Source: an optimization exercise on an open RTL-to-GDS flow (aim: small area). Production flows keep margins and buffers that such runs may drop. The RTL was checked by simulation tests, not by an equivalence proof against the original design. No activity file was given, so power comes from the tool's default toggle rates. No driver is modelled on the clock port, so clocking that relies on it looks cheaper here than on a real chip.

## design/flow/config.mk

```make
export PLATFORM = sky130hd
export DESIGN_NAME = prach_hb1_sched
export DESIGN_NICKNAME = prach_hb1_sched
export VERILOG_FILES = /design/flow/design.v
export SDC_FILE = /design/flow/constraint.sdc
export NUM_CORES = 4
export LEC_CHECK = 0
export CAP_MARGIN = 20
export CORE_MARGIN = 2
export CORE_UTILIZATION = 40
export SLEW_MARGIN = 20
export SYNTH_HIERARCHICAL = 1
export SYNTH_MINIMUM_KEEP_SIZE = 0
```

## design/flow/constraint.sdc

```tcl
create_clock -name core_clock -period 5.0 [get_ports {clk}]
set_input_delay 1.0000 -clock core_clock [delete_from_list [all_inputs] [get_ports {clk}]]
set_output_delay 1.0000 -clock core_clock [all_outputs]
set_load 0.01 [all_outputs]
```

## design/flow/design.v

```verilog
module prach_hb1_sched #(
  parameter int NUM_CHANNEL = 16,
  parameter int CHN_WIDTH   = 8
) (
  input  logic                  clk,
  input  logic                  rst,
  input  logic signed [15:0]    din_dq,
  input  logic                  din_dv,
  input  logic [CHN_WIDTH-1:0]  din_chn,
  input  logic                  sync_in,
  input  logic                  clr_sticky,
  output logic signed [15:0]    dout_dp1,
  output logic signed [15:0]    dout_dp2,
  output logic                  dout_dv,
  output logic [CHN_WIDTH-1:0]  dout_chn,
  output logic                  sync_out,
  output logic                  underrun,
  output logic                  overrun,
  output logic [15:0]           underrun_cnt,
  output logic [15:0]           overrun_cnt
);
  localparam int N = 16;    
  logic [3:0]         slot_r;
  logic               first_frame_r;
  logic [N-1:0]       phase_r;      
  logic [N-1:0]       pending_r;    
  logic [N-1:0][15:0] stage_r;      
  logic [N-1:0][15:0] p1_r;
  logic [N-1:0][15:0] p2_r;
  logic [15:0]        dout_dp1_r;   
  logic               defer_r;      
  logic               dout_dv_r;
  logic [3:0]         dout_chn_r;
  logic               sync_out_r;
  logic               underrun_r;
  logic               overrun_r;
  logic               issue_s, underrun_ev_s, overrun_ev_s, din_ok_s;
  logic [3:0]         slot_nxt_s, wpos_s;
  logic [N-1:0]       hit_s, src_ph_s, src_pd_s, comp_s, stw_s;
  assign issue_s       = !sync_in && pending_r[0];
  assign underrun_ev_s = !sync_in && !pending_r[0] && !first_frame_r;
  assign slot_nxt_s    = sync_in ? 4'd0 : slot_r + 4'd1;
  assign din_ok_s      = din_dv && (din_chn[CHN_WIDTH-1:4] == '0);
  assign wpos_s        = din_chn[3:0] - slot_nxt_s;
  always_comb begin
    for (int k = 0; k < N; k++) begin
      src_ph_s[k] = phase_r[(k + 1) % N];
      src_pd_s[k] = (k == N - 1) ? 1'b0 : pending_r[(k + 1) % N];
      hit_s[k]    = din_ok_s && (wpos_s == 4'(k));
      comp_s[k]   = hit_s[k] && !sync_in && src_ph_s[k];
      stw_s[k]    = hit_s[k] && (sync_in || !src_ph_s[k]);
    end
  end
  assign overrun_ev_s = |(comp_s & src_pd_s);
  always_ff @(posedge clk or posedge rst) begin
    if (rst) begin
      slot_r        <= '0;
      first_frame_r <= 1'b1;
      phase_r       <= '0;
      pending_r     <= '0;
    end else begin
      slot_r        <= slot_nxt_s;
      if (sync_in)
        first_frame_r <= 1'b1;
      else if (slot_r == 4'd15)
        first_frame_r <= 1'b0;
      for (int k = 0; k < N; k++) begin
        phase_r[k]   <= hit_s[k] ^ (src_ph_s[k] && !sync_in);
        pending_r[k] <= !sync_in && (comp_s[k] || src_pd_s[k]);
      end
    end
  end
  logic [15:0]  din_n_s;
  logic [N-1:0] stw_n_s, ld2_s, ld2_n_s;
  logic [N-1:0][15:0] stage_d, p1_d, p2_d;
  assign din_n_s  = ~din_dq;
  assign stw_n_s  = ~stw_s;
  always_comb begin
    for (int k = 0; k < N; k++) begin
      if (k == N - 1)      ld2_s[k] = 1'b0;
      else if (k == N - 2) ld2_s[k] = comp_s[k] || defer_r;
      else                 ld2_s[k] = comp_s[k];
    end
  end
  assign ld2_n_s = ~ld2_s;
  for (genvar gk = 0; gk < N; gk++) begin : g_pos
    localparam int NX = (gk + 1) % N;    
    localparam bit EV = (gk % 2 == 0);   
    for (genvar gb = 0; gb < 16; gb++) begin : g_bit
      prach_hb1_sched_oai22 u_st (
        .a(stage_r[NX][gb]), .a_blk(stw_s[gk]),
        .b(EV ? din_n_s[gb] : din_dq[gb]), .b_blk(stw_n_s[gk]),
        .y(stage_d[gk][gb]));
      prach_hb1_sched_oai22 u_p1 (
        .a(p1_r[NX][gb]), .a_blk(comp_s[gk]),
        .b(EV ? din_n_s[gb] : din_dq[gb]), .b_blk(!comp_s[gk]),
        .y(p1_d[gk][gb]));
      prach_hb1_sched_oai22 u_p2 (
        .a(p2_r[NX][gb]), .a_blk(ld2_s[gk]),
        .b(stage_r[NX][gb]), .b_blk(ld2_n_s[gk]),
        .y(p2_d[gk][gb]));
    end
  end
  always_ff @(posedge clk) begin
    for (int k = 0; k < N; k++) begin
      stage_r[k] <= stage_d[k];
      p1_r[k]    <= p1_d[k];
      p2_r[k]    <= p2_d[k];
    end
    dout_dp1_r <= p1_r[0];
    defer_r    <= comp_s[N-1];
  end
  always_ff @(posedge clk or posedge rst) begin
    if (rst) begin
      dout_dv_r  <= 1'b0;
      dout_chn_r <= '0;
      sync_out_r <= 1'b0;
    end else begin
      dout_dv_r  <= issue_s;
      dout_chn_r <= slot_r;
      sync_out_r <= (slot_r == 4'd0);
    end
  end
  always_ff @(posedge clk or posedge rst) begin
    if (rst) begin
      underrun_r <= 1'b0;
      overrun_r  <= 1'b0;
    end else begin
      underrun_r <= underrun_ev_s | (underrun_r & ~clr_sticky);
      overrun_r  <= overrun_ev_s  | (overrun_r  & ~clr_sticky);
    end
  end
  assign dout_dp1 = dout_dv_r ? dout_dp1_r : 16'd0;
  assign dout_dp2 = dout_dv_r ? ~p2_r[N-1] : 16'd0;
  assign dout_dv  = dout_dv_r;
  assign dout_chn = CHN_WIDTH'(dout_chn_r);
  assign sync_out = sync_out_r;
  assign underrun = underrun_r;
  assign overrun  = overrun_r;
  logic [15:0] underrun_cnt_r;
  logic [15:0] overrun_cnt_r;
  function automatic logic [15:0] sat_inc(input logic [15:0] v);
    sat_inc = (v == 16'hFFFF) ? v : (v + 16'd1);
  endfunction
  always_ff @(posedge clk or posedge rst) begin
    if (rst) begin
      underrun_cnt_r <= 16'd0;
      overrun_cnt_r  <= 16'd0;
    end else if (clr_sticky) begin
      underrun_cnt_r <= {15'd0, underrun_ev_s};
      overrun_cnt_r  <= {15'd0, overrun_ev_s};
    end else begin
      if (underrun_ev_s) begin
        underrun_cnt_r <= sat_inc(underrun_cnt_r);
      end
      if (overrun_ev_s) begin
        overrun_cnt_r <= sat_inc(overrun_cnt_r);
      end
    end
  end
  assign underrun_cnt = underrun_cnt_r;
  assign overrun_cnt  = overrun_cnt_r;
endmodule
module prach_hb1_sched_oai22 (
  input  logic a,
  input  logic a_blk,
  input  logic b,
  input  logic b_blk,
  output logic y
);
  assign y = ~((a | a_blk) & (b | b_blk));
endmodule
```

## design/flow/run.sh

```bash
#!/bin/bash
# synth_recipe.tcl (not shown) runs the flow's synth.tcl, then flattens the netlist and writes it again
# the make line also repeats each setting of config.mk as NAME=value (left out here)
make -C /OpenROAD-flow-scripts/flow DESIGN_CONFIG=/design/flow/config.mk WORK_HOME=/design/flow/orfs CLKGATE_MAP_FILE= SYNTH_SCRIPT=/design/flow/synth_recipe.tcl finish
```

==> reports/metrics.cfg, run 1 <==
[logic_synthesis]
yosys_most_used_dff = dfxtp_1
synth_warnings = 7
syn_inst = 2086
async_flop_share = 0.0893
syn-cell-area_um2 = 25100
yosysSeqAreaShare = 0.704
synth_cell_type_count = 53
synth.ff_latch_count = 862
avgSynthCellArea_um2 = 12.0
synth_edf_count = 0

[clock_tree]
cts-resized-gates = 0
htree_num_levels = 3
cts_tree = done
clk_pin_slew_worst_paths_ns = 0.07
postCtsSetupRepairBufs = 0
cts.path.max_buffers = 3
cts_hold_buffers = 0
clock_sinks = 862
root_buffer = clkbuf_16
clkLatencyLatePin_ns = 0.63
cts_buffers = 80

[floorplan]
ios = 105
fp.dieArea_um2 = 64700
rows = 91
die_x_um = 254
core_area_um2 = 61800
initial_utilization = 0.405
die_y_um = 254

[routing]
ant_nets = 0
drt_first_pass_iters = 7
wl_per_cell_um = 23.4
route.detailed.drc = 0
drt_iter0_drc = 1733
via_count = 18600
drt_wl_total_um = 76200
viasPerCell = 5.72

[cells_and_area]
drive_gt1_frac = 0.0912
final_area_um2 = 30400
fin_nets = 2401
syn2layout_area_growth_pct = 21.4
fin_util = 0.492

[worst_setup_path]
critPathLaunchType = input pin
cp.arrival_ns = 4.58
cpPeakStageDelay_ns = 0.67
cp_data_required_time_ns = 5.54
path_max_fanout = 27
r2r_slack_ns = 1.16
worst-setup-path-type = in2reg
crit_chain = clkdlybuf4s50_1 -> nor2_1 -> ha_1 -> inv_1 -> fa_1 -> nand4b_1 -> or4_1 -> o211ai_2 -> nor2_1 -> mux2_4 -> or4_1 -> a21oi_1
crit_buf_inv = 2
cp-end-kind = flip-flop
cp_slowest_cell = fa_1
cp_top_family = simple AND/OR/NAND/NOR gates

[timing]
whs_ns = 0.353
period_share = 0.807
setup_violations = 0
tightest_slew_ns = 1.12
tns_ns = 0
slew_headroom = 0.254
hold_viol_final = 0
grt_setup_unrepaired = false
finalMaxSlewViolations = 0
timing.fmax_mhz = 248
period_needed_ns = 4.04
fin_skew_ns = 0.0334

[power_and_ir_drop]
p_leak_nw = 12.0
powerDensity_nw_per_um2 = 475
ir_worst_vdd_mv = 0.240

[placed_design]
post_dp_cell_area_um2 = 27800
dp_hpwl_um = 47500
place_congestion = 0.888
portBuffers = 100

[worst_hold_path]
min_path_type = reg2reg

[grt]
grt-ovfl-total = 0
grt_max_degree = 46
track_usage = 0.233
antenna_found_initial = 0
grt_pass1_wl_um = 116000
grt_pass1_vias = 18400

[run]
drv_cap = 0

[run_status]
outcome = complete, no violations

routing by layer:
layer	share of wire	global-route usage	up-vias
met4	0.017	0.0684	0
met3	0.081	0.0451	96
met5	0	0	-
li1	-	-	8548
met1	0.46	0.342	9136
met2	0.44	0.349	805
final timing paths:
path / cells past startpoint / endpoint / startpoint
min reg2reg: 0 / dout_dp1_r[7]$_DFF_P_ / p1_r[7]$_DFF_P_
max: 12 / overrun_cnt_r[15]$_DFFE_PP0P_ / sync_in
min in group asynchronous: 2 / slot_r[0]$_DFF_PP0_ / rst
max reg2reg: 13 / p2_r[233]$_DFF_P_ / slot_r[0]$_DFF_PP0_
min: 0 / dout_dp1_r[7]$_DFF_P_ / p1_r[7]$_DFF_P_
max in group asynchronous: 3 / phase_r[9]$_DFF_PP0_ / rst
cell usage after synthesis (all sizes together) (2+ instances only):
cell type  number  area [um^2]
or4             6         45.0
nor3b           3         22.5
and4            3         26.3
buf             5         41.3
o21ai          31          155
or2             3         18.8
a21oi          19         95.1
nor2b          18          113
dfrtp          76         1900
a211oi          2         15.0
o31ai           3         22.5
conb            2         7.51
a2bb2oi         2         17.5
mux2            4         48.8
clkbuf         18         68.8
nand3          15         75.1
dfxtp         785        15700
nand4          12         75.1
ha             23          288
nand2          28          105
xnor2           7         61.3
nand2b         22          138
o22ai         770         4820
inv            93          349
nor3           23          115
or3            16          105
nor2           43          161
and3            6         37.5
nand3b          4         30.0
and2           17          106
xor2           11         96.3
per-module statistics from Yosys, one instance, submodules excluded:
module                 copies in the design  flip-flops and latches  cell area (um^2)  cells
prach_hb1_sched                           1                     862             20300   1318
prach_hb1_sched_oai22                   768                       0              6.26      1
registers in the layout, summed over array words and instances (netlist names), 4 cells and up:
register,count
dout_dp1_r,16
slot_r,4
overrun_cnt_r,16
dout_chn_r,4
underrun_cnt_r,16
phase_r,16
p2_r,256
stage_r,256
p1_r,256
pending_r,16
metrics by stage:
step | total power, W | cells | worst slack [ns]
final | 0.0145 | 3250 | 0.963
after global routing | 0.0149 | 3249 | 0.748
after CTS | 0.0145 | 3248 | 0.982
after detailed placement | 0.00844 | 3102 | 0.335
after global placement | 0.00844 | 3102 | 0.333
after floorplan | 0.00810 | 2120 | -0.315
logic make-up (layout without fill, tap and decap cells):
| logic type | count (synthesis) | after routing | share of synthesized area |
|---|---|---|---|
| AOI/OAI and AO/OA | 834 | 834 | 0.207 |
| xor gates and xnor gates | 18 | 18 | 0.00629 |
| adders and majority gates | 24 | 24 | 0.0123 |
| buffers and inverters | 116 | 408 | 0.0183 |
| DFF | 862 | 862 | 0.704 |
| muxes | 6 | 6 | 0.00324 |
| other | 2 | 37 | 0.000300 |
| and+or+nand+nor | 224 | 224 | 0.0485 |
cell type report:
type / instances / area [um^2]
antenna: 1 / 2.50
clock buffer: 117 / 2330
timing repair buffer: 169 / 1530
tap: 837 / 1050
inverter: 93 / 350
sequential: 862 / 17600
clock inverter: 29 / 312
multi-input combinational: 1142 / 7200
fill: 5467 / 31400
cell usage in the layout, fill, tap and decap left out, types with 5 or more instances in the layout:
| cell | n |
|---|---|
| a21oi_1 | 19 |
| and2_1 | 17 |
| and3_1 | 6 |
| buf_4 | 68 |
| bufinv_16 | 5 |
| clkbuf_1 | 20 |
| clkbuf_16 | 82 |
| clkbuf_8 | 15 |
| clkdlybuf4s50_1 | 100 |
| clkinv_2 | 17 |
| conb_1 | 36 |
| dfrtp_1 | 76 |
| dfxtp_1 | 785 |
| ha_1 | 23 |
| inv_1 | 90 |
| nand2_1 | 28 |
| nand2b_1 | 22 |
| nand3_1 | 15 |
| nand4_1 | 12 |
| nor2_1 | 43 |
| nor2b_1 | 18 |
| nor3_1 | 12 |
| nor3_4 | 10 |
| o21ai_0 | 26 |
| o21ai_1 | 5 |
| o22ai_1 | 770 |
| or3_1 | 15 |
| or4_1 | 6 |
| xnor2_1 | 7 |
| xor2_1 | 11 |
where the power goes:
group / switching (W) / total, W / internal (W)
combinational: 0.000367 / 0.000674 / 0.000307
clock: 0.00260 / 0.00611 / 0.00352
sequential: 0.000284 / 0.00767 / 0.00739
==> inputs of run 2 (changes only) <==
==> design/flow/flow/run.sh (new file) <==
#!/bin/bash
set -e
export BUFFER_PORTS_ARGS="-buffer_cell sky130_fd_sc_hd__buf_1"
export CTS_ARGS="-sink_clustering_enable -repair_clock_nets -dont_use_dummy_load"
bash standard.sh > standard.log 2>&1
==> design/flow/standard.sh (new file) <==
#!/bin/bash
# synth_recipe.tcl (not shown) runs the flow's synth.tcl, then flattens the netlist and writes it again
# the make line also repeats each setting of config.mk as NAME=value (left out here)
make -C /OpenROAD-flow-scripts/flow DESIGN_CONFIG=/design/flow/config.mk WORK_HOME=/design/flow/orfs CLKGATE_MAP_FILE= SYNTH_SCRIPT=/design/flow/synth_recipe.tcl "${@:-finish}"
removed: design/flow/run.sh
==> run 2 against run 1 <==
  * Via count shrank 1.2%
  * Register-to-register slack got worse by 0.22 ns
  * First-iteration DRC count decreased by 6.9%
  * Global-route usage shrank 0.81 points
  * Highest routed layer unchanged
  * Critical endpoint is now stage_r[226]$_DFF_P_
  * Setup slack got worse by 0.027 ns
  * Clock power down 17%
  * Area after synthesis is the same
  * Routed wire length fell by 3.8%
==> reports/metrics.cfg, run 2 <==
[run_status]
outcome = complete, no violations

[run]
drv_cap = 0

[grt]
grt_max_degree = 49
antenna_found_initial = 0
grt_pass1_wl_um = 113000
grt-ovfl-total = 0
grt_pass1_vias = 18100
track_usage = 0.225

[timing]
period_needed_ns = 4.06
setup_ws_ns = 0.936
finalMaxSlewViolations = 0
period_share = 0.813
grt_setup_unrepaired = false
hold_viol_final = 0
setup_violations = 0
tns_ns = 0
timing.fmax_mhz = 246
fin_skew_ns = 0.0588
slew_headroom = 0.248
tightest_slew_ns = 1.13

[clock_tree]
htree_num_levels = 3
cts.path.max_buffers = 3
clock_sinks = 862
root_buffer = clkbuf_16
postCtsSetupRepairBufs = 0
clk_pin_slew_worst_paths_ns = 0.07
clkLatencyLatePin_ns = 0.63
cts_tree = done
cts_hold_buffers = 0
cts_buffers = 79
cts-resized-gates = 0

[routing]
drt_first_pass_iters = 5
wl_per_cell_um = 23.1
drt_wl_total_um = 73300
via_count = 18400
drt_iter0_drc = 1613
viasPerCell = 5.79
route.detailed.drc = 0
ant_nets = 0

[power_and_ir_drop]
powerDensity_nw_per_um2 = 460
p_leak_nw = 11.4
ir_worst_vdd_mv = 0.244
p_seq_frac = 0.573
pwr-share-comb = 0.049
p_switching_w = 0.00294
p_clk_frac = 0.379
swShare = 0.220
p_int_w = 0.0104

[placed_design]
portBuffers = 100
dp_hpwl_um = 46200
place_congestion = 0.843
post_dp_cell_area_um2 = 27100
place_ws_ns = 0.623
dp_cells = 3093

[logic_synthesis]
syn-cell-area_um2 = 25100
avgSynthCellArea_um2 = 12.0
synth_top_cells_by_area = dfxtp_1, o22ai_1, dfrtp_1
async_flop_share = 0.0893
yosysSeqAreaShare = 0.704
syn_inst = 2086
synth_warnings = 7
yosys_most_used_dff = dfxtp_1
synth_edf_count = 0
yosysMostFrequentCell = dfxtp_1
synth.top_cell.area_share = 0.627
synth.ff_latch_count = 862
synth.top_cells.by_count = dfxtp_1, o22ai_1, inv_1
yosysTopAreaCell = dfxtp_1
synth_cell_type_count = 53

[floorplan]
rows = 91
fp.dieArea_um2 = 64700
die_x_um = 254
die_y_um = 254
initial_utilization = 0.405
core_area_um2 = 61800
ios = 105

[cells_and_area]
layout.cells.most_common = dfxtp_1
final_area_um2 = 29100
fillers = 5607
final_cell_mix = dfxtp_1, o22ai_1, buf_1
diodes = 0
stdcell_count = 3173
fin_nets = 2391
syn2layout_area_growth_pct = 16.0
drive_gt1_frac = 0.0706
biggestRegsByFlops = p1_r x256, p2_r x256, stage_r x256

[worst_setup_path]
cp.arrival_ns = 4.56
rr_startpoint = slot_r[0]$_DFF_PP0_
path_max_fanout = 17
cp-end-kind = flip-flop
crit_chain = ha_1 -> xor2_1 -> nand2b_1 -> ha_1 -> a21oi_1 -> nand2_1 -> xor2_1 -> xnor2_1 -> nand2_1 -> nor2_1 -> ha_1 -> buf_4 -> inv_1 -> o22ai_1
worst-setup-path-type = reg2reg
cpMostUsedCell = ha_1
cp_data_required_time_ns = 5.50
critPathLaunchType = flip-flop
cp_slowest_cell = xnor2_1
cpPeakStageDelay_ns = 0.48
r2r_slack_ns = 0.94
worst-r2r-cell-count = 14
crit-reg2reg-capture = stage_r[226]$_DFF_P_

[worst_hold_path]
holdPathEnd = dout_dp1_r[5]$_DFF_P_
min_from = p1_r[5]$_DFF_P_
worstHoldPathCells = 0
min_path_type = reg2reg

[run 2: cell count changes in the layout (fill, tap and decap cells not counted), moves of 3 or more]
cell and delta:
buf_1 +100, clkinv_2 -16, clkinvlp_4 -4, bufinv_16 -5
buf_4 -9, clkbuf_16 -3, clkdlybuf4s50_1 -100, clkbuf_1 -20
clkbuf_8 -15
[run 2: worst max path at each step]
stage / slack [ns] / cells after the start / to / start
finish: 0.94 / 14 / stage_r[226]$_DFF_P_ / slot_r[0]$_DFF_PP0_
CTS: 0.94 / 13 / p1_r[250]$_DFF_P_ / slot_r[0]$_DFF_PP0_
global placement: 0.59 / 11 / p1_r[208]$_DFF_P_ / sync_in
global route: 0.54 / 14 / stage_r[112]$_DFF_P_ / slot_r[0]$_DFF_PP0_
detailed placement: 0.62 / 12 / p1_r[250]$_DFF_P_ / sync_in
floorplan: -0.31 / 13 / p1_r[0]$_DFF_P_ / sync_in
[run 2: power groups by stage]
stage / Sequential (W) / Combinational [W] / Clock (W)
global route: 0.00770 / 0.000705 / 0.00540
finish: 0.00767 / 0.000651 / 0.00507
CTS: 0.00765 / 0.000639 / 0.00516
floorplan: 0.00768 / 0.000417 / 0
global placement: 0.00780 / 0.000617 / 0
detailed placement: 0.00779 / 0.000629 / 0
[run 2: final cells by class]
type	instances	area, um^2	share of cell area
sequential	862	17600	0.607
multi-input combinational	1142	7200	0.248
clock buffer	79	1980	0.0680
tap	837	1050	0.0360
timing repair buffer	160	846	0.0291
inverter	93	350	0.0121
[run 2: kinds of logic (layout without fill, tap and decap cells)]
| family | after synthesis | in the layout | share of synthesized area |
|---|---|---|---|
| compound gates | 834 | 834 | 0.207 |
| flops | 862 | 862 | 0.704 |
| buf+inv | 116 | 332 | 0.0183 |
| xor+xnor | 18 | 18 | 0.00629 |
| mux | 6 | 6 | 0.00324 |
| other cells | 2 | 36 | 0.000300 |
| simple gates | 224 | 224 | 0.0485 |
| fa+ha+maj | 24 | 24 | 0.0123 |
[run 2: stage by stage]
stage | total power (W) | utilization | hold slack (ns)
after floorplan | 0.00810 | - | 0.332
after global placement | 0.00841 | 0.438 | 0.344
after detailed placement | 0.00842 | 0.438 | 0.341
after CTS | 0.0134 | 0.470 | 0.349
after global routing | 0.0138 | 0.470 | 0.354
final | 0.0134 | 0.470 | 0.347
[run 2: Yosys stat by module, one instance, submodules excluded]
| module | cells | cell area, um^2 | flip-flops and latches | copies in the design |
|---|---|---|---|---|
| prach_hb1_sched_oai22 | 1 | 6.26 | 0 | 768 |
| prach_hb1_sched | 1318 | 20300 | 862 | 1 |
[run 2: worst max-delay path: cells and delay by family, from the launching register on]
family,cells,cell delay (ns)
AO/OA/AOI/OAI,2,0.40
XOR/XNOR,3,0.87
adder cells (fa/ha/maj),3,0.81
buffers and inverters,2,0.65
flip-flops,1,0.43
AND/OR/NAND/NOR,4,0.81
[run 2: per-layer routing]
metal	GRT usage	share of wire	vias up
li1	-	-	8451
met1	0.341	0.48	9046
met2	0.333	0.43	795
met3	0.0347	0.077	78
met4	0.0597	0.017	0
met5	0	0	-
==> inputs of run 3 (changes only) <==
==> design/flow/flow/run.sh (replaced) <==
#!/bin/bash
set -e
export BUFFER_PORTS_ARGS="-buffer_cell sky130_fd_sc_hd__buf_1"
export CTS_ARGS="-sink_clustering_enable -repair_clock_nets -dont_use_dummy_load -sink_clustering_size 30 -sink_clustering_max_diameter 100 -buf_list {sky130_fd_sc_hd__clkbuf_8 sky130_fd_sc_hd__clkbuf_16}"
bash standard.sh > standard.log 2>&1
--- a/design/flow/config.mk
+++ b/design/flow/config.mk
@@ -6,8 +6,8 @@
 export NUM_CORES = 4
 export LEC_CHECK = 0
-export CAP_MARGIN = 20
+export CAP_MARGIN = 0
 export CORE_MARGIN = 2
-export CORE_UTILIZATION = 40
-export SLEW_MARGIN = 20
+export CORE_UTILIZATION = 60
+export SLEW_MARGIN = 0
 export SYNTH_HIERARCHICAL = 1
 export SYNTH_MINIMUM_KEEP_SIZE = 0
==> run 3 against run 2 <==
  * Combinational power rose by 11%
  * Hold slack improved by 0.0089 ns
  * Flip-flop and latch count unchanged
  * Sequential power rose by 0.7%
  * Clock power shrank 36%
  * Routed wire length grew 10%
  * Design area down 5.5%
  * Area after synthesis unchanged
  * Critical path type unchanged
  * Largest cell class unchanged
  * Via count grew 2.5%
  * Core utilization rose by 20 points
  * Die area fell by 33%
==> reports/metrics.cfg, run 3 <==
[timing]
period_share = 0.873
timing.fmax_mhz = 229
grt_setup_unrepaired = false
period_needed_ns = 4.37
slew_headroom = 0.147
tns_ns = 0
hold_viol_final = 0
tightest_slew_ns = 1.28
setup_violations = 0
finalMaxSlewViolations = 0
fin_skew_ns = 0.0431

[worst_setup_path]
cp.arrival_ns = 4.84
worst-setup-path-type = reg2reg
critPathLaunchType = flip-flop
worst-r2r-cell-count = 13
crit-reg2reg-capture = stage_r[107]$_DFF_P_
rr_startpoint = slot_r[0]$_DFF_PP0_
worstSetupEndpoint = stage_r[107]$_DFF_P_
critPathLaunch = slot_r[0]$_DFF_PP0_
cp_data_required_time_ns = 5.47
cp-end-kind = flip-flop
r2r_slack_ns = 0.63
path_max_fanout = 16

[logic_synthesis]
syn-cell-area_um2 = 25100
synth.top_cell.area_share = 0.627
yosys_most_used_dff = dfxtp_1
avgSynthCellArea_um2 = 12.0
yosysTopAreaCell = dfxtp_1
syn_inst = 2086
synth.top_cells.by_count = dfxtp_1, o22ai_1, inv_1
yosysMostFrequentCell = dfxtp_1
synth_cell_type_count = 53
yosysSeqAreaShare = 0.704
synth_edf_count = 0
synth_top_cells_by_area = dfxtp_1, o22ai_1, dfrtp_1
synth.ff_latch_count = 862
synth_warnings = 7
async_flop_share = 0.0893

[cells_and_area]
fillers = 3184
diodes = 0
biggestRegsByFlops = p1_r x256, p2_r x256, stage_r x256
final_cell_mix = dfxtp_1, o22ai_1, buf_1
fin_nets = 2337
layout.cells.most_common = dfxtp_1
register_area_um2 = 17600
syn2layout_area_growth_pct = 9.62
multi_input_area_um2 = 7200
drive_gt1_frac = 0.0473
final_area_um2 = 27500

[floorplan]
rows = 74
core_area_um2 = 41000
die_x_um = 208
initial_utilization = 0.611
ios = 105
fp.dieArea_um2 = 43400
die_y_um = 208

[grt]
antenna_found_initial = 0
grt-ovfl-total = 0
grt_pass1_vias = 18000
track_usage = 0.367
grt_max_degree = 49
grt_pass1_wl_um = 119000

[placed_design]
portBuffers = 100
post_dp_cell_area_um2 = 26600
dp_hpwl_um = 51500
place_congestion = 0.945

[routing]
viasPerCell = 6.69
via_count = 18800
route.detailed.drc = 0
drt_iter0_drc = 2686
drt_wl_total_um = 80800
wl_per_cell_um = 28.7
ant_nets = 0
drt_first_pass_iters = 7

[power_and_ir_drop]
powerDensity_nw_per_um2 = 424
p_leak_nw = 10.8
ir_worst_vdd_mv = 0.381

[clock_tree]
root_buffer = clkbuf_16
cts-resized-gates = 0
cts_hold_buffers = 0
postCtsSetupRepairBufs = 0
cts_tree = done
cts.path.max_buffers = 3
htree_num_levels = 2
cts_buffers = 34
clkLatencyLatePin_ns = 0.59
clk_pin_slew_worst_paths_ns = 0.11
clock_sinks = 862

[worst_hold_path]
min_path_type = reg2reg

[run_status]
outcome = complete, no violations

[run]
drv_cap = 0

run 3: how the worst min path moves through the flow:
stage	start	endpoint	slack, ns	cells after the start
after floorplan	p1_r[0]$_DFF_P_	dout_dp1_r[0]$_DFF_P_	0.33	0
after global placement	p1_r[6]$_DFF_P_	dout_dp1_r[6]$_DFF_P_	0.34	0
after detailed placement	p1_r[8]$_DFF_P_	dout_dp1_r[8]$_DFF_P_	0.34	0
after CTS	p1_r[8]$_DFF_P_	dout_dp1_r[8]$_DFF_P_	0.36	0
after global routing	p1_r[6]$_DFF_P_	dout_dp1_r[6]$_DFF_P_	0.37	0
final	p1_r[6]$_DFF_P_	dout_dp1_r[6]$_DFF_P_	0.36	0
run 3: report_power, final:
part           internal [W]  leakage [nW]  switching [W]
registers           0.00738          8.11       0.000335
logic              0.000285          2.22       0.000435
clock network       0.00124         0.419        0.00199
total               0.00890          10.8        0.00276
run 3: area by class of cell:
type,instances,area share
Clock buffer,34,0.0310
Inverter,93,0.0128
Tap cell,532,0.0242
Sequential cell,862,0.642
Timing Repair Buffer,151,0.0276
Multi-Input combinational cell,1142,0.262
run 3: layer usage:
| metal | vias up | wire length (um) | track usage |
|---|---|---|---|
| li1 | 8357 | - | - |
| met1 | 9187 | 34300 | 0.535 |
| met2 | 1078 | 34300 | 0.538 |
| met3 | 207 | 8600 | 0.0746 |
| met4 | 0 | 3520 | 0.147 |
| met5 | - | 0 | 0 |
run 3: through the flow:
stage / hold slack (ns) / util / worst slack [ns] / instances / total power, W
after floorplan: 0.332 / - / -0.315 / 2120 / 0.00810
after global placement: 0.342 / 0.649 / 0.443 / 2780 / 0.00853
after detailed placement: 0.342 / 0.649 / 0.293 / 2780 / 0.00853
after CTS: 0.361 / 0.670 / 0.701 / 2814 / 0.0116
after global routing: 0.366 / 0.670 / 0.252 / 2814 / 0.0120
final: 0.356 / 0.670 / 0.634 / 2814 / 0.0117
run 3: Yosys stat by module (local to each module, per instance):
module	copies in the design	flip-flops and latches	cell area, um^2	cells
prach_hb1_sched_oai22	768	0	6.26	1
prach_hb1_sched	1	862	20300	1318
run 3: kinds of logic after synthesis:
kind of cell	Yosys count	share of synthesized area
AOI/OAI and AO/OA	834	0.207
xor gates and xnor gates	18	0.00629
adders and majority gates	24	0.0123
buffers and inverters	116	0.0183
DFF	862	0.704
muxes	6	0.00324
other	2	0.000300
and+or+nand+nor	224	0.0485
run 3: critical path: stages (launching register included):
cell	delay, ns
dfrtp_1	0.46
ha_1	0.25
xor2_1	0.18
nand2b_1	0.10
ha_1	0.36
a21oi_1	0.17
nand2_1	0.08
xor2_1	0.25
xor2_1	0.49
nand2_1	0.38
nor2_1	0.19
ha_1	0.60
inv_1	0.50
o22ai_1	0.23
==> inputs of run 4 (changes only) <==
--- a/design/flow/design.v
+++ b/design/flow/design.v
@@ -92,12 +92,17 @@
         .b(EV ? din_n_s[gb] : din_dq[gb]), .b_blk(stw_n_s[gk]),
         .y(stage_d[gk][gb]));
-      prach_hb1_sched_oai22 u_p1 (
-        .a(p1_r[NX][gb]), .a_blk(comp_s[gk]),
-        .b(EV ? din_n_s[gb] : din_dq[gb]), .b_blk(!comp_s[gk]),
-        .y(p1_d[gk][gb]));
-      prach_hb1_sched_oai22 u_p2 (
-        .a(p2_r[NX][gb]), .a_blk(ld2_s[gk]),
-        .b(stage_r[NX][gb]), .b_blk(ld2_n_s[gk]),
-        .y(p2_d[gk][gb]));
+      if (gk == N - 1) begin : g_last
+        assign p1_d[gk][gb] = ~(din_dq[gb] | !comp_s[gk]);
+        assign p2_d[gk][gb] = ~p2_r[NX][gb];
+      end else begin : g_mid
+        prach_hb1_sched_oai22 u_p1 (
+          .a(p1_r[NX][gb]), .a_blk(comp_s[gk]),
+          .b(EV ? din_n_s[gb] : din_dq[gb]), .b_blk(!comp_s[gk]),
+          .y(p1_d[gk][gb]));
+        prach_hb1_sched_oai22 u_p2 (
+          .a(p2_r[NX][gb]), .a_blk(ld2_s[gk]),
+          .b(stage_r[NX][gb]), .b_blk(ld2_n_s[gk]),
+          .y(p2_d[gk][gb]));
+      end
     end
   end
==> run 4 against run 3 <==
  * Global-route usage fell by 2.0 points
  * Largest cell class unchanged
  * Highest routed layer is now met5
  * Critical path type is now in2reg
  * Die area down 0.65%
  * Sequential power shrank 4.5%
  * Area after synthesis shrank 0.66%
  * Flip-flop and latch count unchanged
  * Synthesized cell count is 1.4% lower
  * Power is 4.5% lower
  * Setup slack improved by 0.16 ns
  * Design area fell by 0.59%
  * Maximum frequency increased by 3.8%
  * Critical path depth is 2 lower
==> reports/metrics.cfg, run 4 <==
[grt]
grt-ovfl-total = 0
grt_pass1_wl_um = 113000
grt_pass1_vias = 17300
antenna_found_initial = 1
grt_max_degree = 61
track_usage = 0.347

[worst_setup_path]
rr_startpoint = slot_r[0]$_DFF_PP0_
cp_top_family = adder cells
cp_slowest_cell = ha_1
cpPeakStageDelay_ns = 0.72
worst-r2r-cell-count = 12
cp.arrival_ns = 4.67
critPathLaunchType = input pin
worst-setup-path-type = in2reg
path_max_fanout = 17
crit_chain = buf_1 -> nor2_1 -> ha_1 -> inv_1 -> fa_1 -> nand3b_1 -> buf_4 -> nor2_1 -> ha_1 -> inv_1 -> o22ai_1
r2r_slack_ns = 0.81
cp_data_required_time_ns = 5.46
crit-reg2reg-capture = p2_r[239]$_DFF_P_
cp-end-kind = flip-flop
crit_buf_inv = 4

[logic_synthesis]
async_flop_share = 0.0893
yosysTopAreaCell = dfxtp_1
synth_top_cells_by_area = dfxtp_1, o22ai_1, dfrtp_1
synth.top_cells.by_count = dfxtp_1, o22ai_1, inv_1
synth_warnings = 7
avgSynthCellArea_um2 = 12.1
yosysMostFrequentCell = dfxtp_1
syn_inst = 2056
syn-cell-area_um2 = 24900
synth_edf_count = 0
synth.ff_latch_count = 862
synth_cell_type_count = 58
yosysSeqAreaShare = 0.709
synth.top_cell.area_share = 0.631
yosys_most_used_dff = dfxtp_1

[timing]
tightest_slew_ns = 1.34
timing.fmax_mhz = 238
tns_ns = 0
fin_skew_ns = 0.0417
slew_headroom = 0.107
whs_ns = 0.327
grt_setup_unrepaired = false
setup_violations = 0
period_share = 0.841
period_needed_ns = 4.21
hold_viol_final = 0
finalMaxSlewViolations = 0

[routing]
via_count = 18600
dr_wl_met3_um = 8320
drt_iter0_drc = 2410
drt_first_pass_iters = 5
wl_per_cell_um = 27.8
ant_nets = 0
drt_wl_total_um = 76800
route.detailed.drc = 0
top_layer_used = met5
wl_met2_um = 31600
viasPerCell = 6.72
wl_met1_um = 33400

[placed_design]
portBuffers = 100
dp_cells = 2728
place_congestion = 0.961
dp_hpwl_um = 48500

[cells_and_area]
syn2layout_area_growth_pct = 9.69
multi_input_area_um2 = 6940
stdcell_count = 2763
register_area_um2 = 17600
fillers = 3153
final_cell_mix = dfxtp_1, o22ai_1, buf_1
biggestRegsByFlops = p1_r x256, p2_r x256, stage_r x256
layout.cells.most_common = dfxtp_1
fin_nets = 2285
drive_gt1_frac = 0.0556

[worst_hold_path]
min_from = p1_r[8]$_DFF_P_
min_path_type = reg2reg
worstHoldPathCells = 0
holdPathEnd = dout_dp1_r[8]$_DFF_P_

[floorplan]
rows = 74
core_area_um2 = 40900
die_x_um = 208
ios = 105
initial_utilization = 0.608
die_y_um = 208
fp.dieArea_um2 = 43100

[clock_tree]
clkLatencyLatePin_ns = 0.59
clock_sinks = 862
cts-resized-gates = 0
htree_num_levels = 2
clk_pin_slew_worst_paths_ns = 0.11
cts_hold_buffers = 0
cts_tree = done
root_buffer = clkbuf_16
cts.path.max_buffers = 3
cts_buffers = 34
postCtsSetupRepairBufs = 0

[power_and_ir_drop]
ir_worst_vdd_mv = 0.264
p_leak_nw = 10.8
power_w = 0.0111
powerDensity_nw_per_um2 = 408

[run]
drv_cap = 0

[run_status]
outcome = complete, no violations

run 4: how the worst max path moves through the flow:
stage                              startpoint                   end  slack, ns  depth (start not counted)
after global routing      slot_r[0]$_DFF_PP0_  stage_r[175]$_DFF_P_       0.58                         13
after detailed placement              sync_in  stage_r[207]$_DFF_P_       0.36                         11
after floorplan                       sync_in     p1_r[208]$_DFF_P_      0.005                         15
after global placement                sync_in  stage_r[207]$_DFF_P_       0.46                         11
after CTS                 slot_r[0]$_DFF_PP0_   stage_r[16]$_DFF_P_       0.88                         14
final                                 sync_in  stage_r[207]$_DFF_P_       0.79                         11
run 4: through the flow:
step | utilization | area (um^2) | worst slack, ns
2_1_floorplan | - | 25100 | 0.00523
3_3_place_gp | 0.646 | 26500 | 0.456
3_5_place_dp | 0.646 | 26500 | 0.356
4_1_cts | 0.667 | 27300 | 0.876
5_1_grt | 0.667 | 27300 | 0.579
6_report | 0.667 | 27300 | 0.793
run 4: per-module statistics from Yosys (local to each module, per instance):
module / cells / cell area (um^2)
prach_hb1_sched: 1320 / 20300
prach_hb1_sched_oai22: 1 / 6.26
run 4: power by group:
part | total [W] | internal [W] | switching [W]
clock network | 0.00320 | 0.00124 | 0.00197
logic | 0.000555 | 0.000205 | 0.000350
registers | 0.00737 | 0.00716 | 0.000212
run 4: worst register-to-register path, cell delays in order (launching register included):
cell and delay (ns):
dfrtp_1 0.45, ha_1 0.26, xor2_1 0.16, nand2_1 0.16
ha_4 0.25, and3b_1 0.18, or3_1 0.38, a211oi_2 0.31
nor2_1 0.12, nand2_2 0.16, or3_1 0.74, nand2b_1 0.63
o22ai_1 0.36
run 4: cells by family after synthesis:
kind of cell | share of synthesized area
and+or+nand+nor | 0.0475
DFF | 0.709
buffers and inverters | 0.0196
xor gates and xnor gates | 0.00457
AOI/OAI and AO/OA | 0.206
muxes | 0.00121
other | 0.000151
adders and majority gates | 0.0124
run 4: area by class of cell:
type | instances | area share
flip-flops and latches | 862 | 0.646
multi-input cells | 1075 | 0.254
clock buffers | 34 | 0.0312
repair buffers | 161 | 0.0305
well taps | 532 | 0.0244
inverters | 98 | 0.0138
diodes | 1 | 0.0000916
run 4: routing by layer:
layer | GRT usage | vias to the layer above
li1 | - | 8194
met1 | 0.521 | 9118
met2 | 0.486 | 1057
met3 | 0.0800 | 192
met4 | 0.137 | 2
met5 | 0 | -
==> inputs of run 5 (changes only) <==
--- a/design/flow/design.v
+++ b/design/flow/design.v
@@ -38,4 +38,5 @@
   logic [3:0]         slot_nxt_s, wpos_s;
   logic [N-1:0]       hit_s, src_ph_s, src_pd_s, comp_s, stw_s;
+  logic [N-1:0]       comp_n_s, stw_n_s, phase_d_s, pending_d_s, ov_s;
   assign issue_s       = !sync_in && pending_r[0];
   assign underrun_ev_s = !sync_in && !pending_r[0] && !first_frame_r;
@@ -48,9 +49,17 @@
       src_pd_s[k] = (k == N - 1) ? 1'b0 : pending_r[(k + 1) % N];
       hit_s[k]    = din_ok_s && (wpos_s == 4'(k));
-      comp_s[k]   = hit_s[k] && !sync_in && src_ph_s[k];
-      stw_s[k]    = hit_s[k] && (sync_in || !src_ph_s[k]);
-    end
-  end
-  assign overrun_ev_s = |(comp_s & src_pd_s);
+    end
+  end
+  logic sync_n_s;
+  assign sync_n_s = !sync_in;
+  for (genvar gk = 0; gk < N; gk++) begin : g_ctl
+    prach_hb1_sched_posctl u_ctl (
+      .hit(hit_s[gk]), .src_ph(src_ph_s[gk]), .src_pd(src_pd_s[gk]),
+      .sync_n(sync_n_s),
+      .comp(comp_s[gk]), .comp_n(comp_n_s[gk]),
+      .stw(stw_s[gk]), .stw_n(stw_n_s[gk]),
+      .phase_d(phase_d_s[gk]), .pending_d(pending_d_s[gk]), .ov(ov_s[gk]));
+  end
+  assign overrun_ev_s = |ov_s;
   always_ff @(posedge clk or posedge rst) begin
     if (rst) begin
@@ -66,14 +75,13 @@
         first_frame_r <= 1'b0;
       for (int k = 0; k < N; k++) begin
-        phase_r[k]   <= hit_s[k] ^ (src_ph_s[k] && !sync_in);
-        pending_r[k] <= !sync_in && (comp_s[k] || src_pd_s[k]);
+        phase_r[k]   <= phase_d_s[k];
+        pending_r[k] <= pending_d_s[k];
       end
     end
   end
   logic [15:0]  din_n_s;
-  logic [N-1:0] stw_n_s, ld2_s, ld2_n_s;
+  logic [N-1:0] ld2_s, ld2_n_s;
   logic [N-1:0][15:0] stage_d, p1_d, p2_d;
   assign din_n_s  = ~din_dq;
-  assign stw_n_s  = ~stw_s;
   always_comb begin
     for (int k = 0; k < N; k++) begin
@@ -93,10 +101,10 @@
         .y(stage_d[gk][gb]));
       if (gk == N - 1) begin : g_last
-        assign p1_d[gk][gb] = ~(din_dq[gb] | !comp_s[gk]);
+        assign p1_d[gk][gb] = ~(din_dq[gb] | comp_n_s[gk]);
         assign p2_d[gk][gb] = ~p2_r[NX][gb];
       end else begin : g_mid
         prach_hb1_sched_oai22 u_p1 (
           .a(p1_r[NX][gb]), .a_blk(comp_s[gk]),
-          .b(EV ? din_n_s[gb] : din_dq[gb]), .b_blk(!comp_s[gk]),
+          .b(EV ? din_n_s[gb] : din_dq[gb]), .b_blk(comp_n_s[gk]),
           .y(p1_d[gk][gb]));
         prach_hb1_sched_oai22 u_p2 (
@@ -176,2 +184,43 @@
   assign y = ~((a | a_blk) & (b | b_blk));
 endmodule
+module prach_hb1_sched_posctl (
+  input  logic hit,
+  input  logic src_ph,
+  input  logic src_pd,
+  input  logic sync_n,
+  output logic comp,
+  output logic comp_n,
+  output logic stw,
+  output logic stw_n,
+  output logic phase_d,
+  output logic pending_d,
+  output logic ov
+);
+  logic held;    
+  prach_hb1_sched_g_and2  u_held (.a(src_ph), .b(sync_n), .y(held));
+  prach_hb1_sched_g_nand2 u_cn   (.a(hit), .b(held), .y(comp_n));
+  prach_hb1_sched_g_inv   u_c    (.a(comp_n), .y(comp));
+  prach_hb1_sched_g_ornb  u_sn   (.a(held), .b_n(hit), .y(stw_n));
+  prach_hb1_sched_g_inv   u_s    (.a(stw_n), .y(stw));
+  prach_hb1_sched_g_ao21  u_ph   (.a1(held), .a2(comp_n), .b(stw), .y(phase_d));
+  prach_hb1_sched_g_oa21  u_pd   (.a1(comp), .a2(src_pd), .b(sync_n), .y(pending_d));
+  prach_hb1_sched_g_and2  u_ov   (.a(comp), .b(src_pd), .y(ov));
+endmodule
+module prach_hb1_sched_g_inv (input logic a, output logic y);
+  assign y = ~a;
+endmodule
+module prach_hb1_sched_g_nand2 (input logic a, b, output logic y);
+  assign y = ~(a & b);
+endmodule
+module prach_hb1_sched_g_and2 (input logic a, b, output logic y);
+  assign y = a & b;
+endmodule
+module prach_hb1_sched_g_ornb (input logic a, b_n, output logic y);
+  assign y = a | ~b_n;
+endmodule
+module prach_hb1_sched_g_ao21 (input logic a1, a2, b, output logic y);
+  assign y = (a1 & a2) | b;
+endmodule
+module prach_hb1_sched_g_oa21 (input logic a1, a2, b, output logic y);
+  assign y = (a1 | a2) & b;
+endmodule
==> run 5 against run 4 <==
  * Non-clock buffer count decreased by 1
  * Sequential power is essentially flat
  * Die area up 0.16%
  * Critical path type is now reg2reg
  * Critical endpoint is now overrun_cnt_r[13]$_DFFE_PP0P_
  * Highest routed layer is now met4
==> reports/metrics.cfg, run 5 <==
[run_status]
outcome = complete, no violations

[clock_tree]
cts_tree = done
clkLatencyLatePin_ns = 0.59
cts_hold_buffers = 0
clk_pin_slew_worst_paths_ns = 0.11
cts-resized-gates = 0
root_buffer = clkbuf_16
htree_num_levels = 2
cts_buffers = 34
postCtsSetupRepairBufs = 0
cts.path.max_buffers = 3
clock_sinks = 862

[placed_design]
place_congestion = 0.926
dp_hpwl_um = 50900
post_dp_cell_area_um2 = 26400
dp_cells = 2733
portBuffers = 100

[routing]
ant_nets = 0
drt_first_pass_iters = 5
via_count = 18400
drt_wl_total_um = 79900
viasPerCell = 6.66
route.detailed.drc = 0
wl_per_cell_um = 28.9
drt_iter0_drc = 2026

[power_and_ir_drop]
p_switching_w = 0.00252
swShare = 0.227
power_w = 0.0111
ir_worst_vdd_mv = 0.344
p_clk_frac = 0.291
p_leak_nw = 10.6
pwr-share-comb = 0.045
p_seq_frac = 0.665
p_int_w = 0.00860
powerDensity_nw_per_um2 = 408

[logic_synthesis]
yosysTopAreaCell = dfxtp_1
async_flop_share = 0.0893
syn-cell-area_um2 = 24900
avgSynthCellArea_um2 = 12.1
synth_top_cells_by_area = dfxtp_1, o22ai_1, dfrtp_1
synth_warnings = 7
synth.top_cell.area_share = 0.630
yosys_most_used_dff = dfxtp_1
yosysMostFrequentCell = dfxtp_1
synth_cell_type_count = 57
synth.ff_latch_count = 862
synth.top_cells.by_count = dfxtp_1, o22ai_1, inv_1
yosysSeqAreaShare = 0.708
syn_inst = 2054
synth_edf_count = 0

[worst_hold_path]
min_path_type = reg2reg
worstHoldPathCells = 0

[timing]
fin_skew_ns = 0.0307
tns_ns = 0
hold_viol_final = 0
setup_violations = 0
timing.fmax_mhz = 237
period_share = 0.843
grt_setup_unrepaired = false
slew_headroom = 0.124
tightest_slew_ns = 1.31
period_needed_ns = 4.21
finalMaxSlewViolations = 0

[grt]
grt_pass1_vias = 17500
grt_max_degree = 47
track_usage = 0.360
antenna_found_initial = 1
grt-ovfl-total = 0
grt_pass1_wl_um = 116000

[worst_setup_path]
crit-reg2reg-capture = overrun_cnt_r[13]$_DFFE_PP0P_
path_max_fanout = 8
worst-setup-path-type = reg2reg
worstSetupEndpoint = overrun_cnt_r[13]$_DFFE_PP0P_
rr_startpoint = slot_r[0]$_DFF_PP0_
cp.arrival_ns = 4.69
cp-end-kind = flip-flop
critPathLaunchType = flip-flop
critPathLaunch = slot_r[0]$_DFF_PP0_
cp_data_required_time_ns = 5.47
r2r_slack_ns = 0.79
worst-r2r-cell-count = 17

[floorplan]
core_area_um2 = 40900
initial_utilization = 0.609
ios = 105
rows = 74
die_x_um = 208
fp.dieArea_um2 = 43200
die_y_um = 208

[cells_and_area]
drive_gt1_frac = 0.0582
fillers = 3188
syn2layout_area_growth_pct = 9.34
final_cell_mix = dfxtp_1, o22ai_1, buf_1
biggestRegsByFlops = p1_r x256, p2_r x256, stage_r x256
stdcell_count = 2768
layout.cells.most_common = dfxtp_1
final_area_um2 = 27300
fin_util = 0.666
fin_nets = 2274

[run]
drv_cap = 0

run 5: critical path, stage by stage, from the launching register on:
cell and delay (ns):
dfrtp_1 0.44, inv_1 0.06, ha_1 0.31, nand2_1 0.15, ha_1 0.25, a21o_1 0.18, a21oi_1 0.23, xnor3_1 0.37
nor3_1 0.11, buf_4 0.15, nand2_1 0.11, clkinvlp_4 0.10, and2_1 0.16, nor4_1 0.28, and4_1 0.58, nor3b_2 0.17
nand3_1 0.14, mux2_2 0.33
run 5: worst min path at each step:
stage / end / slack, ns / start
6_report: dout_dp1_r[2]$_DFF_P_ / 0.34 / p1_r[2]$_DFF_P_
5_1_grt: dout_dp1_r[3]$_DFF_P_ / 0.34 / p1_r[3]$_DFF_P_
4_1_cts: dout_dp1_r[4]$_DFF_P_ / 0.34 / p1_r[4]$_DFF_P_
3_5_place_dp: dout_dp1_r[14]$_DFF_P_ / 0.31 / p1_r[14]$_DFF_P_
3_3_place_gp: dout_dp1_r[13]$_DFF_P_ / 0.31 / p1_r[13]$_DFF_P_
2_1_floorplan: dout_dp1_r[0]$_DFF_P_ / 0.31 / p1_r[0]$_DFF_P_
run 5: cells by family after synthesis:
logic type,Yosys count,share of synthesized area
flip-flops,862,0.708
AND/OR/NAND/NOR,251,0.0582
adder cells (fa/ha/maj),8,0.00431
AO/OA/AOI/OAI,794,0.201
XOR/XNOR,24,0.00958
multiplexers,3,0.00125
other,1,0.000150
buffers and inverters,111,0.0176
run 5: metrics by stage:
step / setup slack, ns / hold slack, ns
after floorplan: 0.0466 / 0.310
after detailed placement: 0.332 / 0.312
final: 0.786 / 0.336
after global routing: 0.588 / 0.342
after global placement: 0.463 / 0.310
after CTS: 0.855 / 0.336
run 5: per-module statistics from Yosys, one instance, submodules excluded, a selection:
module | cell area, um^2 | times used
prach_hb1_sched | 19600 | 1
prach_hb1_sched_g_and2 | 6.26 | 32
prach_hb1_sched_g_ao21 | 7.51 | 16
prach_hb1_sched_g_inv | 3.75 | 32
prach_hb1_sched_g_nand2 | 3.75 | 16
prach_hb1_sched_g_oa21 | 7.51 | 16
prach_hb1_sched_g_ornb | 6.26 | 16
prach_hb1_sched_oai22 | 6.26 | 736
run 5: metal layers:
layer  part of all wire  wire length, um  global-route usage
met1               0.43            34400               0.529
met2               0.43            34100               0.519
met3               0.11             8490              0.0876
met4              0.036             2850               0.129
met5                  0                0                   0
run 5: cell type report:
| class | instances | area [um^2] | area share |
|---|---|---|---|
| timing repair buffer | 160 | 826 | 0.0303 |
| inverter | 93 | 403 | 0.0148 |
| sequential | 862 | 17600 | 0.647 |
| clock buffer | 34 | 851 | 0.0312 |
| multi-input combinational | 1086 | 6870 | 0.252 |
| tap | 532 | 666 | 0.0244 |
| antenna | 1 | 2.50 | 0.0000918 |
run 5: power by group through the flow:
stage                     logic [W]  clock network (W)  registers, W
after detailed placement   0.000473                  0       0.00753
after global placement     0.000467                  0       0.00753
final                      0.000495            0.00323       0.00739
after global routing       0.000516            0.00346       0.00741
after floorplan            0.000270                  0       0.00743
after CTS                  0.000477            0.00323       0.00737
==> inputs of run 6 (changes only) <==
==> design/flow/flow/run.sh (replaced) <==
#!/bin/bash
set -e
export REMOVE_ABC_BUFFERS=1
export BUFFER_PORTS_ARGS="-buffer_cell sky130_fd_sc_hd__buf_1"
export CTS_ARGS="-sink_clustering_enable -repair_clock_nets -dont_use_dummy_load -sink_clustering_size 30 -sink_clustering_max_diameter 100 -buf_list {sky130_fd_sc_hd__clkbuf_8 sky130_fd_sc_hd__clkbuf_16}"
bash standard.sh > standard.log 2>&1
==> run 6 against run 5 <==
  * Flip-flop and latch count did not move
  * Clock-buffer cell count unchanged
  * Register-to-register slack better by 0.09 ns
  * Power decreased by 0.45%
  * Sequential power about the same
  * Largest cell class unchanged
  * Largest power group unchanged
  * Highest routed layer unchanged
==> reports/metrics.cfg, run 6 <==
[placed_design]
place_ws_ns = 0.539
post_dp_cell_area_um2 = 26400
place_congestion = 0.877
dp_hpwl_um = 46100
dp_cells = 2733
portBuffers = 100

[logic_synthesis]
synth_edf_count = 0
yosysMostFrequentCell = dfxtp_1
synth_cell_type_count = 57
synth.top_cell.area_share = 0.630
avgSynthCellArea_um2 = 12.1
yosysTopAreaCell = dfxtp_1
yosysSeqAreaShare = 0.708
yosys_most_used_dff = dfxtp_1
synth_warnings = 7
syn-cell-area_um2 = 24900
syn_inst = 2054
synth.ff_latch_count = 862
synth_top_cells_by_area = dfxtp_1, o22ai_1, dfrtp_1
synth.top_cells.by_count = dfxtp_1, o22ai_1, inv_1
async_flop_share = 0.0893

[worst_setup_path]
cp_data_required_time_ns = 5.48
cp-end-kind = flip-flop
cp.arrival_ns = 4.60
worst-r2r-cell-count = 16
critPathLaunchType = flip-flop
worst-setup-path-type = reg2reg
r2r_slack_ns = 0.88
crit-reg2reg-capture = overrun_cnt_r[13]$_DFFE_PP0P_
rr_startpoint = slot_r[0]$_DFF_PP0_
path_max_fanout = 8

[clock_tree]
cts_tree = done
root_buffer = clkbuf_16
cts_buffers = 34
clkLatencyLatePin_ns = 0.59
clk_pin_slew_worst_paths_ns = 0.11
htree_num_levels = 2
cts-resized-gates = 0
cts.path.max_buffers = 3
postCtsSetupRepairBufs = 0
clock_sinks = 862
cts_hold_buffers = 0

[routing]
drt_first_pass_iters = 5
via_count = 18200
wl_per_cell_um = 27.0
drt_wl_total_um = 74600
viasPerCell = 6.59
route.detailed.drc = 0
ant_nets = 0
drt_iter0_drc = 2183

[cells_and_area]
final_cell_mix = dfxtp_1, o22ai_1, buf_1
final_area_um2 = 27200
biggestRegsByFlops = p1_r x256, p2_r x256, stage_r x256
syn2layout_area_growth_pct = 9.12
drive_gt1_frac = 0.0519
stdcell_count = 2767
fin_nets = 2274
layout.cells.most_common = dfxtp_1
diodes = 0

[worst_hold_path]
worstHoldPathCells = 0
min_path_type = reg2reg
min_from = p1_r[0]$_DFF_P_
holdPathEnd = dout_dp1_r[0]$_DFF_P_

[timing]
period_share = 0.825
slew_headroom = 0.151
fin_skew_ns = 0.0296
hold_viol_final = 0
whs_ns = 0.335
setup_ws_ns = 0.877
tightest_slew_ns = 1.27
timing.fmax_mhz = 243
period_needed_ns = 4.12
grt_setup_unrepaired = false
finalMaxSlewViolations = 0
setup_violations = 0
tns_ns = 0

[floorplan]
core_area_um2 = 40900
ios = 105
rows = 74
die_x_um = 208
die_y_um = 208
initial_utilization = 0.609
fp.dieArea_um2 = 43200

[grt]
track_usage = 0.338
grt_pass1_vias = 17000
grt-ovfl-total = 0
antenna_found_initial = 1
grt_max_degree = 40
grt_pass1_wl_um = 110000

[power_and_ir_drop]
powerDensity_nw_per_um2 = 407
p_leak_nw = 10.7
ir_worst_vdd_mv = 0.374

[run_status]
outcome = complete, no violations

[run]
drv_cap = 0

-- run 6: worst max-delay path by stage --
stage / cells after the start / endpoint / from / slack, ns
after CTS: 16 / overrun_cnt_r[13]$_DFFE_PP0P_ / slot_r[0]$_DFF_PP0_ / 0.93
after floorplan: 15 / overrun_cnt_r[13]$_DFFE_PP0P_ / sync_in / -0.26
after detailed placement: 16 / overrun_cnt_r[13]$_DFFE_PP0P_ / sync_in / 0.54
after global routing: 16 / overrun_cnt_r[13]$_DFFE_PP0P_ / slot_r[0]$_DFF_PP0_ / 0.67
after global placement: 11 / stage_r[197]$_DFF_P_ / sync_in / 0.59
final: 16 / overrun_cnt_r[13]$_DFFE_PP0P_ / slot_r[0]$_DFF_PP0_ / 0.88
-- run 6: cells by family (layout without fill, tap and decap cells) --
group / after synthesis / count (layout) / synth area share
buf+inv: 111 / 287 / 0.0176
xor+xnor: 24 / 24 / 0.00958
flops: 862 / 862 / 0.708
fa+ha+maj: 8 / 8 / 0.00431
compound gates: 794 / 794 / 0.201
other cells: 1 / 6 / 0.000150
mux: 3 / 3 / 0.00125
simple gates: 251 / 251 / 0.0582
-- run 6: critical path: stages (launching register included) --
cell     delay (ns)
dfrtp_1        0.47
inv_1          0.07
ha_1           0.31
nand2_1        0.13
ha_1           0.30
a21o_1         0.17
a21oi_1        0.23
xor3_1         0.38
nor3_1         0.38
nand2_1        0.13
inv_1          0.08
and2_1         0.13
nor4_1         0.05
and4_1         0.27
nor3b_2        0.45
nand3_1        0.14
mux2_2         0.29
-- run 6: where the power goes --
part	internal (W)	leakage [nW]	switching [W]
clock network	0.00124	0.419	0.00197
registers	0.00717	7.89	0.000200
logic	0.000191	2.41	0.000299
-- run 6: per-module statistics from Yosys (local to each module, per instance), a selection --
module / flops+latches / copies in the design / cells inside
prach_hb1_sched_g_and2: 0 / 32 / 1
prach_hb1_sched_g_ao21: 0 / 16 / 1
prach_hb1_sched: 862 / 1 / 1190
prach_hb1_sched_g_inv: 0 / 32 / 1
prach_hb1_sched_g_nand2: 0 / 16 / 1
prach_hb1_sched_oai22: 0 / 736 / 1
prach_hb1_sched_g_ornb: 0 / 16 / 1
prach_hb1_sched_g_oa21: 0 / 16 / 1
-- run 6: area by class of cell --
cell class                      instances  area (um^2)
Clock buffer                           34          851
Fill cell                            3195        13700
Inverter                               93          350
Multi-Input combinational cell       1086         6870
Sequential cell                       862        17600
Tap cell                              532          666
Timing Repair Buffer                  160          826
-- run 6: metal layers --
layer  wire (um)  GRT usage  part of all wire  vias to the layer above
met2       31900      0.490              0.43                      916
met1       34000      0.532              0.46                     9077
li1            -          -                 -                     8159
met4        1400     0.0748             0.019                        0
met3        7330     0.0567             0.098                       90
met5           0          0                 0                        -
-- run 6: stage by stage --
stage	power, W	utilization
floorplan	0.00770	-
global placement	0.00797	0.644
detailed placement	0.00798	0.644
CTS	0.0111	0.665
global route	0.0113	0.665
finish	0.0111	0.665
==> inputs of run 7 (changes only) <==
==> design/flow/flow/run.sh (replaced) <==
#!/bin/bash
set -e
export REMOVE_ABC_BUFFERS=1
export BUFFER_PORTS_ARGS="-buffer_cell sky130_fd_sc_hd__buf_1"
export CTS_ARGS="-sink_clustering_enable -repair_clock_nets -dont_use_dummy_load -sink_clustering_size 32 -sink_clustering_max_diameter 80 -buf_list {sky130_fd_sc_hd__clkbuf_8 sky130_fd_sc_hd__clkbuf_16}"
bash standard.sh > standard.log 2>&1
--- a/design/flow/config.mk
+++ b/design/flow/config.mk
@@ -8,5 +8,5 @@
 export CAP_MARGIN = 0
 export CORE_MARGIN = 2
-export CORE_UTILIZATION = 60
+export CORE_UTILIZATION = 70
 export SLEW_MARGIN = 0
 export SYNTH_HIERARCHICAL = 1
==> run 7 against run 6 <==
  * Still clean
  * Critical path depth unchanged
  * Maximum frequency decreased by 1.4%
  * Core utilization increased by 10 points
  * Synthesized cell count unchanged
  * Combinational power about the same
  * Clock skew increased by 0.040 ns
  * Cell count decreased by 2.7%
  * Critical path type unchanged
  * Largest cell class unchanged
==> reports/metrics.cfg, run 7 <==
[timing]
timing.fmax_mhz = 239
setup_violations = 0
slew_headroom = 0.172
tightest_slew_ns = 1.24
tns_ns = 0
finalMaxSlewViolations = 0
fin_skew_ns = 0.0701
grt_setup_unrepaired = false
period_share = 0.837
hold_viol_final = 0
period_needed_ns = 4.18

[worst_setup_path]
cp_slowest_cell = dfrtp_1
cp_data_required_time_ns = 5.45
r2r_slack_ns = 0.82
crit-reg2reg-capture = overrun_cnt_r[13]$_DFFE_PP0P_
worst-setup-path-type = reg2reg
worst-r2r-cell-count = 16
crit_buf_inv = 2
cp-end-kind = flip-flop
critPathLaunchType = flip-flop
path_max_fanout = 8
cpPeakStageDelay_ns = 0.45
crit_chain = inv_1 -> ha_1 -> nand2_1 -> ha_1 -> a21o_1 -> a21oi_1 -> xor3_1 -> nor3_1 -> nand2_1 -> inv_1 -> and2_1 -> nor4_1 -> and4_1 -> nor3b_2 -> nand3_1 -> mux2_2
rr_startpoint = slot_r[1]$_DFF_PP0_
cp_top_family = simple AND/OR/NAND/NOR gates
cp.arrival_ns = 4.63

[power_and_ir_drop]
pwr-share-comb = 0.044
p_switching_w = 0.00241
powerDensity_nw_per_um2 = 406
power_w = 0.0110
p_leak_nw = 10.7
p_clk_frac = 0.287
ir_worst_vdd_mv = 0.454
swShare = 0.219
p_seq_frac = 0.669
p_int_w = 0.00860

[routing]
drt_first_pass_iters = 5
ant_nets = 0
via_count = 18200
wl_per_cell_um = 25.5
viasPerCell = 6.77
drt_iter0_drc = 2057
drt_wl_total_um = 68800
route.detailed.drc = 0

[logic_synthesis]
yosysMostFrequentCell = dfxtp_1
yosys_most_used_dff = dfxtp_1
synth_edf_count = 0
avgSynthCellArea_um2 = 12.1
syn-cell-area_um2 = 24900
yosysTopAreaCell = dfxtp_1
synth_cell_type_count = 57
synth_top_cells_by_area = dfxtp_1, o22ai_1, dfrtp_1
synth.top_cell.area_share = 0.630
synth_warnings = 7
synth.top_cells.by_count = dfxtp_1, o22ai_1, inv_1
yosysSeqAreaShare = 0.708
syn_inst = 2054
synth.ff_latch_count = 862
async_flop_share = 0.0893

[floorplan]
rows = 69
core_area_um2 = 35300
die_x_um = 193
initial_utilization = 0.706
fp.dieArea_um2 = 37100
ios = 105
die_y_um = 193

[grt]
grt_pass1_wl_um = 103000
track_usage = 0.370
grt-ovfl-total = 0
antenna_found_initial = 0
grt_pass1_vias = 16800
grt_max_degree = 41

[run]
drv_cap = 0

[placed_design]
dp_hpwl_um = 42600
place_congestion = 0.910
portBuffers = 100
dp_cells = 2659

[worst_hold_path]
worstHoldPathCells = 0
min_from = p1_r[15]$_DFF_P_
min_path_type = reg2reg
holdPathEnd = dout_dp1_r[15]$_DFF_P_

[clock_tree]
clock_sinks = 862
cts_buffers = 34
cts_tree = done
cts-resized-gates = 0
clkLatencyLatePin_ns = 0.57
root_buffer = clkbuf_16
clk_pin_slew_worst_paths_ns = 0.11
cts.path.max_buffers = 3
htree_num_levels = 2
cts_hold_buffers = 0
postCtsSetupRepairBufs = 0

[cells_and_area]
stdcell_count = 2693
biggestRegsByFlops = p1_r x256, p2_r x256, stage_r x256
syn2layout_area_growth_pct = 8.67
fillers = 2348
layout.cells.most_common = dfxtp_1
drive_gt1_frac = 0.0506
fin_nets = 2271
final_cell_mix = dfxtp_1, o22ai_1, buf_1
diodes = 0

[run_status]
outcome = complete, no violations

run 7: cells by family (layout without fill, tap and decap cells):
logic type               Yosys count  in the layout  share of synthesized area
AO/OA/AOI/OAI                    794            794                      0.201
flip-flops                       862            862                      0.708
buffers and inverters            111            284                     0.0176
adder cells (fa/ha/maj)            8              8                    0.00431
other                              1              6                   0.000150
multiplexers                       3              3                    0.00125
AND/OR/NAND/NOR                  251            251                     0.0582
XOR/XNOR                          24             24                    0.00958
run 7: final cells by class:
class,instances,area [um^2],share of cell area
multi-input combinational,1086,6870,0.254
tap,461,577,0.0213
sequential,862,17600,0.651
timing repair buffer,157,803,0.0296
clock buffer,34,851,0.0314
inverter,93,350,0.0129
run 7: power groups by stage:
stage	sequential (W)	combinational (W)	clock, W
6_report	0.00736	0.000488	0.00316
5_1_grt	0.00738	0.000508	0.00339
4_1_cts	0.00735	0.000467	0.00317
3_5_place_dp	0.00749	0.000462	0
3_3_place_gp	0.00749	0.000451	0
2_1_floorplan	0.00743	0.000264	0
run 7: how the worst max path moves through the flow:
| stage | endpoint | slack (ns) | cells after the start | from |
|---|---|---|---|---|
| after floorplan | overrun_cnt_r[13]$_DFFE_PP0P_ | -0.26 | 15 | sync_in |
| after global placement | overrun_cnt_r[13]$_DFFE_PP0P_ | 0.58 | 16 | sync_in |
| after detailed placement | overrun_cnt_r[10]$_DFFE_PP0P_ | 0.38 | 17 | sync_in |
| after CTS | overrun_cnt_r[10]$_DFFE_PP0P_ | 0.83 | 17 | slot_r[1]$_DFF_PP0_ |
| after global routing | overrun_cnt_r[10]$_DFFE_PP0P_ | 0.53 | 17 | slot_r[1]$_DFF_PP0_ |
| final | overrun_cnt_r[13]$_DFFE_PP0P_ | 0.82 | 16 | slot_r[1]$_DFF_PP0_ |
run 7: metal layers:
metal	vias up	GRT usage	wire length, um
li1	8149	-	-
met1	8917	0.576	30100
met2	1032	0.510	28000
met3	124	0.0966	8830
met4	0	0.100	1890
met5	-	0	0
run 7: worst reg2reg max path, cell delays in order (launching register included):
cell	delay, ns
dfrtp_1	0.45
inv_1	0.06
ha_1	0.31
nand2_1	0.12
ha_1	0.30
a21o_1	0.18
a21oi_1	0.27
xor3_1	0.44
nor3_1	0.40
nand2_1	0.15
inv_1	0.10
and2_1	0.13
nor4_1	0.04
and4_1	0.25
nor3b_2	0.44
nand3_1	0.14
mux2_2	0.29
run 7: through the flow:
| step | setup slack [ns] | hold WS, ns | instance area (um^2) | util |
|---|---|---|---|---|
| after floorplan | -0.257 | 0.310 | 24900 | - |
| after global placement | 0.579 | 0.310 | 26200 | 0.743 |
| after detailed placement | 0.380 | 0.312 | 26200 | 0.743 |
| after CTS | 0.833 | 0.338 | 27100 | 0.767 |
| after global routing | 0.534 | 0.340 | 27100 | 0.767 |
| final | 0.817 | 0.337 | 27100 | 0.767 |
run 7: per-module statistics from Yosys, one instance, submodules excluded, excerpt:
| module | times used | cells |
|---|---|---|
| prach_hb1_sched | 1 | 1190 |
| prach_hb1_sched_g_ao21 | 16 | 1 |
| prach_hb1_sched_g_oa21 | 16 | 1 |
| prach_hb1_sched_g_and2 | 32 | 1 |
| prach_hb1_sched_g_ornb | 16 | 1 |
| prach_hb1_sched_oai22 | 736 | 1 |
| prach_hb1_sched_g_inv | 32 | 1 |
| prach_hb1_sched_g_nand2 | 16 | 1 |

==> afterwards: timing with drivers on the ports <==
The flow's constraints put no driver on any port. The routed layouts listed below were extracted and timed again, unchanged, in two steps.
Step 1 assumes that a clkbuf_16 drives the clock port and a buf_2 every other input.
Step 2 moves the port delays by t, midway between the first and last clock arrival at a register: inputs arrive t later, outputs are due t later. That takes back most of the time a late clock gives input paths.
a / b / c = no drivers / after step 1 / after step 2; a / b = the first two.
run	t, ns	setup WS [ns]	worst slew at a driven data input, ns
run 1	0.674	0.963 / 0.991 / 0.316	0.05
run 2	0.657	0.936 / 0.936 / 0.507	0.06
run 3	0.633	0.634 / 0.634 / 0.212	0.04
run 4	0.630	0.793 / 0.815 / 0.202	0.03
run 5	0.637	0.786 / 0.786 / 0.242	0.03
run 6	0.639	0.877 / 0.877 / 0.486	0.06
run 7	0.592	0.817 / 0.817 / 0.347	0.04
After both steps setup and hold are still met in every run listed. The setup slack of run 1, which loses most, moves by +0.028 ns with the drivers and by -0.647 ns with both steps.
